Background: an optimization exercise with open tools, aiming at small area and a short achievable clock period. Do not read the settings as production practice. No activity file was given, so power comes from the tool's default toggle rates.

## old
// rs_alu
module rs_alu (
  input  logic                 clk,
  input  logic                 rst,
  input  logic                 disp_valid,
  input  logic [TAG_W-1:0]     disp_src_a,
  input  logic [TAG_W-1:0]     disp_src_b,
  input  logic [TAG_W-1:0]     disp_dest,
  input  logic                 disp_rdy_a,
  input  logic                 disp_rdy_b,
  input  logic [DATA_W-1:0]    disp_imm,
  input  logic                 disp_dest_valid,
  input  logic [OP_W-1:0]      disp_alu_op,
  input  logic [SPECTAG_W-1:0] disp_spectag,
  input  logic                 disp_specbit,
  input  logic [AGE_W-1:0]     disp_age,
  input  logic [DLY_W-1:0]     disp_delay,
  input  logic                 br_valid,
  input  logic                 br_success,
  input  logic [SPECTAG_W-1:0] br_tag,
  output logic                 full,
  output logic                 issue_valid,
  output logic [TAG_W-1:0]     issue_src_a,
  output logic [TAG_W-1:0]     issue_src_b,
  output logic [TAG_W-1:0]     issue_dest,
  output logic [DATA_W-1:0]    issue_imm,
  output logic                 issue_dest_valid,
  output logic [OP_W-1:0]      issue_alu_op,
  output logic [SPECTAG_W-1:0] issue_spectag,
  output logic                 issue_specbit
);
  rs_pkg::rs_payload_t       disp_payload;
  logic [N_ENT*PL_W-1:0]     payloads;
  logic [N_ENT-1:0]          we;
  logic [N_ENT-1:0]          ready;
  logic [N_ENT-1:0]          busy;
  logic [N_ENT-1:0]          busy_nx;
  logic [N_ENT-1:0]          specbits;
  logic [N_ENT-1:0]          grant;
  logic                      any;
  logic [N_ENT*AGE_W-1:0]    ages;
  logic [TAG_W-1:0]          iss_dest;
  logic                      iss_dv;
  logic [DLY_W-1:0]          iss_dly;
  logic                      wk_valid;
  logic                      wk_d0;
  logic [DLY_W-1:0]          wk_load;
  always_comb
  begin
    disp_payload.src_a      = disp_src_a;
    disp_payload.src_b      = disp_src_b;
    disp_payload.imm        = disp_imm;
  ...
Size: about 2100 cells after synthesis, ~670 flip-flops, roughly 150 I/O pins, about 29000 um2 of cells after synthesis.
Settings: LEC_CHECK=0, CAP_MARGIN=20, CORE_MARGIN=2, CORE_UTILIZATION=60, CTS_BUF_LIST=sky130_fd_sc_hd__clkbuf_16, CTS_CLUSTER_DIAMETER=100, CTS_CLUSTER_SIZE=20, SETUP_SLACK_MARGIN=5.0, SLEW_MARGIN=20, TNS_END_PERCENT=0; clock period 7.5 ns.
standard.sh (not shown) runs the stock make flow with config.mk's settings and CLKGATE_MAP_FILE= SYNTH_SCRIPT=/design/flow/synth_recipe.tcl, a recipe that flattens the netlist after the stock synthesis.
==> flow/flow/run.sh <==
#!/bin/bash
# Standard layout, with plain buffers on the ports and sizing not tied to cell footprints.
set -euo pipefail
bash standard.sh BUFFER_PORTS_ARGS="-buffer_cell sky130_fd_sc_hd__buf_2" MATCH_CELL_FOOTPRINT=0 finish > flow_make.log 2>&1
## Diff of input files: new against old
-- flow/design.v --
<<< old, line 77
  output logic                 specbit_o,
  input  logic                 wk_valid,    
  input  logic                 wk_d0,       
  input  logic [TAG_W-1:0]     wk_tag,
  input  logic [DLY_W-1:0]     wk_load,     
>>> new, line 77
  output logic                 specbit_o,
  input  logic                 wk_valid,    
  input  logic                 wk_fast,     
  input  logic [TAG_W-1:0]     wk_tag,
  input  logic [DLY_W-1:0]     wk_load,     
<<< old, line 109
      eq[s]      = (wk_tag == src_tag[s]);
      new_hit[s] = wk_valid && (wk_tag == new_tag[s]);
      src_rdy[s] = (cnt[s] == WAIT) ? (wk_valid && wk_d0 && eq[s]) : (cnt[s] == '0);
    end
  end
>>> new, line 109
      eq[s]      = (wk_tag == src_tag[s]);
      new_hit[s] = wk_valid && (wk_tag == new_tag[s]);
      src_rdy[s] = (cnt[s] == WAIT) ? (wk_fast && eq[s]) : (cnt[s] == '0);
    end
  end
<<< old, line 255
  logic                      iss_dv;
  logic [DLY_W-1:0]          iss_dly;
  logic                      wk_valid;
  logic                      wk_d0;
  logic [DLY_W-1:0]          wk_load;
  always_comb
>>> new, line 255
  logic                      iss_dv;
  logic [DLY_W-1:0]          iss_dly;
  logic                      wk_valid;    
  logic                      wk_fast;     
  logic [DLY_W-1:0]          wk_load;
  always_comb
<<< old, line 275
    .we         (we)
  );
  assign wk_valid = issue_valid && iss_dv;
  assign wk_d0    = (iss_dly == '0);
  assign wk_load  = wk_d0 ? '0 : iss_dly - 1'b1;
  genvar g;
  generate
>>> new, line 275
    .we         (we)
  );
  assign wk_load  = (iss_dly == '0) ? '0 : iss_dly - 1'b1;
  genvar g;
  generate
<<< old, line 298
        .wk_valid   (wk_valid),
        .wk_tag     (iss_dest),
        .wk_d0      (wk_d0),
        .wk_load    (wk_load),
        .br_valid   (br_valid),
>>> new, line 296
        .wk_valid   (wk_valid),
        .wk_tag     (iss_dest),
        .wk_fast    (wk_fast),
        .wk_load    (wk_load),
        .br_valid   (br_valid),
<<< old, line 335
    end
  end
  logic [N_ENT-1:0] iss_sel;
  logic [PL_W-1:0]  p;
  logic             sb;
  always_comb
  begin
    p  = '0;
    sb = 1'b0;
    for (int i = 0; i < N_ENT; i++)
    begin
      p  = p  | ({PL_W{grant[i]}} & payloads[i*PL_W +: PL_W]);
      sb = sb | (grant[i] & specbits[i]);
    end
  end
  always_ff @(posedge clk)
  begin
    iss_sel       <= grant;
    iss_dest      <= p[OFS_DEST +: TAG_W];
    iss_dv        <= p[OFS_DV];
    iss_dly       <= p[OFS_DLY +: DLY_W];
    issue_specbit <= sb;
  end
  always_comb
  begin
    issue_src_a   = '0;
    issue_src_b   = '0;
    issue_imm     = '0;
    issue_alu_op  = '0;
    issue_spectag = '0;
    for (int i = 0; i < N_ENT; i++)
    begin
      issue_src_a   = issue_src_a   | ({TAG_W{iss_sel[i]}}     & payloads[i*PL_W+OFS_SRCA +: TAG_W]);
      issue_src_b   = issue_src_b   | ({TAG_W{iss_sel[i]}}     & payloads[i*PL_W+OFS_SRCB +: TAG_W]);
      issue_imm     = issue_imm     | ({DATA_W{iss_sel[i]}}    & payloads[i*PL_W+OFS_IMM +: DATA_W]);
      issue_alu_op  = issue_alu_op  | ({OP_W{iss_sel[i]}}      & payloads[i*PL_W+OFS_OP +: OP_W]);
      issue_spectag = issue_spectag | ({SPECTAG_W{iss_sel[i]}} & payloads[i*PL_W+OFS_STAG +: SPECTAG_W]);
    end
  end
  assign issue_dest       = iss_dest;
>>> new, line 333
    end
  end
  logic [PL_W-1:0]  p;
  logic             sb;
  logic             gv;
  logic             gf;
  always_comb
  begin
    p  = '0;
    sb = 1'b0;
    gv = 1'b0;
    gf = 1'b0;
    for (int i = 0; i < N_ENT; i++)
    begin
      p  = p  | ({PL_W{grant[i]}} & payloads[i*PL_W +: PL_W]);
      sb = sb | (grant[i] & specbits[i]);
      gv = gv | (grant[i] & payloads[i*PL_W+OFS_DV]);
      gf = gf | (grant[i] & payloads[i*PL_W+OFS_DV] & (payloads[i*PL_W+OFS_DLY +: DLY_W] == '0));
    end
  end
  always_ff @(posedge clk)
  begin
    issue_src_a   <= p[OFS_SRCA +: TAG_W];
    issue_src_b   <= p[OFS_SRCB +: TAG_W];
    issue_imm     <= p[OFS_IMM +: DATA_W];
    issue_alu_op  <= p[OFS_OP +: OP_W];
    issue_spectag <= p[OFS_STAG +: SPECTAG_W];
    iss_dest      <= p[OFS_DEST +: TAG_W];
    iss_dv        <= p[OFS_DV];
    iss_dly       <= p[OFS_DLY +: DLY_W];
    issue_specbit <= sb;
    wk_valid      <= rst && gv;
    wk_fast       <= rst && gf;
  end
  assign issue_dest       = iss_dest;
[summary]
- Est. power | new vs old | new higher
- Changes observed in new relative to old: total of fill cells in the finished design up 380, met2 track utilization from global routing went up, count of clock-net buffers in the final layout has increased, number of sequential storage elements shows an increase of 7.1%.
- new ends up with a number of combinational gates with multiple inputs that is 161 higher than in old.
- | relative max-transition margin | new vs old | better |
- Cmp new and old / core utilization / higher: old
- Compared with old, in new time the worst path needs with I/O delays and setup went down 0.038 ns, met2 routed wirelength up 10%.
Function was not checked in any run of this note: the RTL went through the layout flow alone.


== run A ==
rs_alu, a different RTL version from the one above (not shown whole).
For scale: roughly 2000 cells after synthesis, roughly 150 I/O pins, roughly 0.029 mm2 of cells after synthesis.
export LEC_CHECK = 0
export CAP_MARGIN = 20
export CORE_MARGIN = 2
export CORE_UTILIZATION = 60
export CTS_BUF_LIST = sky130_fd_sc_hd__clkbuf_16
export CTS_CLUSTER_DIAMETER = 100
export CTS_CLUSTER_SIZE = 20
export SETUP_SLACK_MARGIN = 5.0
export SLEW_MARGIN = 20
export TNS_END_PERCENT = 0
create_clock -name core_clock -period 7.5 [get_ports {clk}]
Scripts as last shown in full above: flow/flow/run.sh
> inputs changed (run A -> run B)
--- a/flow/design.v
+++ b/flow/design.v
@@ -159,38 +159,35 @@
   input  logic [AGE_W-1:0]      wr_age,
   input  logic [N_ENT*AGE_W-1:0] ages,       
   input  logic [N_ENT-1:0]      ready,
   output logic [N_ENT-1:0]      grant,
   output logic                  any
 );
   logic             older [N_ENT][N_ENT];
   logic [N_ENT-1:0] below;   
   logic [AGE_W:0]   cmp_a, cmp_b;
-  logic [AGE_W:0]   cmp_e;
-  logic             cmp_t;
+  logic             cmp_eq;
   logic [N_ENT-1:0] c;       
   always_comb
   begin
     for (int k = 0; k < N_ENT; k++)
     begin
       below[k] = 1'b1;
       for (int m = 0; m <= k; m++)
         below[k] = below[k] && busy[m];
-      cmp_a = {ages[k*AGE_W +: AGE_W], 1'b0};
-      cmp_b = {wr_age, below[k]};
-      cmp_e = ~(cmp_a ^ cmp_b);
-      c[k]  = 1'b0;
-      for (int n = 0; n <= AGE_W; n++)
+      cmp_a  = {ages[k*AGE_W +: AGE_W], 1'b0};
+      cmp_b  = {wr_age, below[k]};
+      c[k]   = 1'b0;
+      cmp_eq = 1'b1;
+      for (int n = AGE_W; n >= 0; n--)
       begin
-        cmp_t = !cmp_a[n] && cmp_b[n];
-        for (int m = n + 1; m <= AGE_W; m++)
-          cmp_t = cmp_t && cmp_e[m];
-        c[k] = c[k] || cmp_t;
+        c[k]   = c[k] || (cmp_eq && !cmp_a[n] && cmp_b[n]);
+        cmp_eq = cmp_eq && (cmp_a[n] == cmp_b[n]);
       end
     end
   end
   always_ff @(posedge clk)
   begin
     for (int i = 0; i < N_ENT; i++)
       for (int j = i + 1; j < N_ENT; j++)
         if (!busy[j])
           older[i][j] <= c[i];         
@@ -242,18 +239,19 @@
   output logic [OP_W-1:0]      issue_alu_op,
   output logic [SPECTAG_W-1:0] issue_spectag,
   output logic                 issue_specbit
 );
   rs_pkg::rs_payload_t       disp_payload;
   logic [N_ENT*PL_W-1:0]     payloads;
   logic [N_ENT-1:0]          we;
   logic [N_ENT-1:0]          ready;
   logic [N_ENT-1:0]          busy;
+  logic [N_ENT-1:0]          busy_nx;
   logic [N_ENT-1:0]          specbits;
   logic [N_ENT-1:0]          grant;
   logic                      any;
   logic [N_ENT*AGE_W-1:0]    ages;
   logic [TAG_W-1:0]          iss_dest;
   logic                      iss_dv;
   logic [DLY_W-1:0]          iss_dly;
   logic                      wk_valid;    
   logic                      wk_fast;     
@@ -285,19 +283,19 @@
         .rst        (rst),
         .we         (we[g]),
         .wr_payload (disp_payload),
         .wr_rdy_a   (disp_rdy_a),
         .wr_rdy_b   (disp_rdy_b),
         .wr_specbit (disp_specbit),
         .grant      (grant[g]),
         .ready      (ready[g]),
         .busy       (busy[g]),
-        .busy_nx    (),
+        .busy_nx    (busy_nx[g]),
         .payload    (payloads[g*PL_W +: PL_W]),
         .specbit_o  (specbits[g]),
         .wk_valid   (wk_valid),
         .wk_tag     (iss_dest),
         .wk_fast    (wk_fast),
         .wk_load    (wk_load),
         .br_valid   (br_valid),
         .br_success (br_success),
         .br_tag     (br_tag)
@@ -314,25 +312,30 @@
   rs_issue_select u_sel (
     .clk    (clk),
     .busy   (busy),
     .wr_age (disp_age),
     .ages   (ages),
     .ready  (ready),
     .grant  (grant),
     .any    (any)
   );
-  assign full = &busy;
   always_ff @(posedge clk)
   begin
     if (!rst)
+    begin
       issue_valid <= 1'b0;
+      full        <= 1'b0;
+    end
     else
+    begin
       issue_valid <= any;
+      full        <= !any && (&busy_nx);
+    end
   end
   logic [N_ENT-1:0] iss_sel;       
   logic [N_ENT-1:0] iss_sel_imm;   
   logic [PL_W-1:0]  p;
   logic             sb;
   logic             gv;
   logic             gf;
   always_comb
   begin
==> comparison <==
On power after layout, run B tracks run A almost exactly.
Going from run A to run B, the die area was shrunk.
Run A and run B ended up with nearly the same flip-flop and latch count.
Against run A, final net count in run B fell by a few percent.
Looking only at met1 usage in global routing, and setting everything else aside, the lower value of run A and run B goes to run B.
Run A → run B: sequential share of cell area has increased, wire length lower.
No run of this note included a check of the RTL's function; only the layout flow was run.


rs_alu, a different RTL version from the one above (not shown whole).
Size: ~1900 cells after synthesis, ~680 flip-flops, ~150 I/O pins, ~28000 sq um of cells after synthesis.
export LEC_CHECK = 0
export CAP_MARGIN = 20
export CORE_MARGIN = 2
export CORE_UTILIZATION = 60
export CTS_BUF_LIST = sky130_fd_sc_hd__clkbuf_16
export CTS_CLUSTER_DIAMETER = 100
export CTS_CLUSTER_SIZE = 20
export SETUP_SLACK_MARGIN = 5.0
export SLEW_MARGIN = 20
export TNS_END_PERCENT = 0
create_clock -name core_clock -period 7.5 [get_ports {clk}]
Scripts as last shown in full above: flow/flow/run.sh
Then changed:
--- a/flow/design.v
+++ b/flow/design.v
@@ -161,31 +161,34 @@
   input  logic [N_ENT-1:0]      ready,
   output logic [N_ENT-1:0]      grant,
   output logic                  any
 );
   logic             older [N_ENT][N_ENT];
   logic [N_ENT-1:0] below;   
   logic [AGE_W:0]   cmp_a, cmp_b;
-  logic             cmp_eq;
+  logic [AGE_W:0]   cmp_e;
+  logic             cmp_t;
   logic [N_ENT-1:0] c;       
   always_comb
   begin
     for (int k = 0; k < N_ENT; k++)
     begin
       below[k] = 1'b1;
       for (int m = 0; m <= k; m++)
         below[k] = below[k] && busy[m];
-      cmp_a  = {ages[k*AGE_W +: AGE_W], 1'b0};
-      cmp_b  = {wr_age, below[k]};
-      c[k]   = 1'b0;
-      cmp_eq = 1'b1;
-      for (int n = AGE_W; n >= 0; n--)
+      cmp_a = {ages[k*AGE_W +: AGE_W], 1'b0};
+      cmp_b = {wr_age, below[k]};
+      cmp_e = ~(cmp_a ^ cmp_b);
+      c[k]  = 1'b0;
+      for (int n = 0; n <= AGE_W; n++)
       begin
-        c[k]   = c[k] || (cmp_eq && !cmp_a[n] && cmp_b[n]);
-        cmp_eq = cmp_eq && (cmp_a[n] == cmp_b[n]);
+        cmp_t = !cmp_a[n] && cmp_b[n];
+        for (int m = n + 1; m <= AGE_W; m++)
+          cmp_t = cmp_t && cmp_e[m];
+        c[k] = c[k] || cmp_t;
       end
     end
   end
   always_ff @(posedge clk)
   begin
     for (int i = 0; i < N_ENT; i++)
       for (int j = i + 1; j < N_ENT; j++)
@@ -327,16 +330,14 @@
     end
     else
     begin
       issue_valid <= any;
       full        <= !any && (&busy_nx);
     end
   end
-  logic [N_ENT-1:0] iss_sel;       
-  logic [N_ENT-1:0] iss_sel_imm;   
   logic [PL_W-1:0]  p;
   logic             sb;
   logic             gv;
   logic             gf;
   always_comb
   begin
     p  = '0;
@@ -349,33 +350,22 @@
       sb = sb | (grant[i] & specbits[i]);
       gv = gv | (grant[i] & payloads[i*PL_W+OFS_DV]);
       gf = gf | (grant[i] & payloads[i*PL_W+OFS_DV] & (payloads[i*PL_W+OFS_DLY +: DLY_W] == '0));
     end
   end
   always_ff @(posedge clk)
   begin
-    iss_sel       <= grant;
     issue_src_a   <= p[OFS_SRCA +: TAG_W];
     issue_src_b   <= p[OFS_SRCB +: TAG_W];
-    iss_sel_imm   <= rst ? grant : '0;
+    issue_imm     <= p[OFS_IMM +: DATA_W];
+    issue_alu_op  <= p[OFS_OP +: OP_W];
+    issue_spectag <= p[OFS_STAG +: SPECTAG_W];
     iss_dest      <= p[OFS_DEST +: TAG_W];
     iss_dv        <= p[OFS_DV];
     iss_dly       <= p[OFS_DLY +: DLY_W];
     issue_specbit <= sb;
     wk_valid      <= rst && gv;
     wk_fast       <= rst && gf;
   end
-  always_comb
-  begin
-    issue_imm     = '0;
-    issue_alu_op  = '0;
-    issue_spectag = '0;
-    for (int i = 0; i < N_ENT; i++)
-    begin
-      issue_imm     = issue_imm     | ({DATA_W{iss_sel_imm[i]}} & payloads[i*PL_W+OFS_IMM +: DATA_W]);
-      issue_alu_op  = issue_alu_op  | ({OP_W{iss_sel[i]}}      & payloads[i*PL_W+OFS_OP +: OP_W]);
-      issue_spectag = issue_spectag | ({SPECTAG_W{iss_sel[i]}} & payloads[i*PL_W+OFS_STAG +: SPECTAG_W]);
-    end
-  end
   assign issue_dest       = iss_dest;
   assign issue_dest_valid = iss_dv;
 endmodule
Outcome: Worst setup slack improved by 0.30 ns; die area went up by 7.4%; non-clock buffer count grows by 99; wire length rises by about 20%; sequential share of layout area falls by 6.8 points; register-to-register slack gets better by 0.26 ns; hold slack gains 0.0054 ns; design area rises by about 15%; power rises by 7.0%; combinational power is higher by about 47%; clock power goes up by about 6%; final cell count went up by 17%.
No functional check of the RTL was part of any run of this note.

[what the ideal ports hide]
How much do the figures lean on ideal ports? The routed layouts below were timed once more, with nothing changed but the port constraints. Step 1, drivers: a clkbuf_16 drives clk and a buf_2 each remaining input, both assumed. Step 2 moves the port delays by t, midway between the first and last clock arrival at a register: inputs arrive t later, outputs are due t later. That takes back most of the time a late clock gives input paths. a / b / c = no drivers / after step 1 / after step 2; a / b = the first two.
run	t (ns)	slack for setup (ns)	worst setup path at the end	worst slew at a driven data input, ns
old	0.655	4.115 / 4.059 / 3.663	input to register	0.09
new	0.651	4.153 / 4.153 / 3.578	input to register	0.11
run A	0.647	4.193 / 4.185 / 3.728	input to register	0.09
run B	0.637	4.197 / 4.140 / 3.734	input to register	0.17
the first run of note 3	0.637	4.147 / 4.119 / 3.520	input to register	0.09
the second run of note 3	0.655	4.444 / 4.444 / 3.922	input to register	0.10
After both steps every run listed still meets setup and hold. The setup slack of the first run of note 3, which loses most, moves by -0.028 ns with the drivers and by -0.627 ns with both steps.
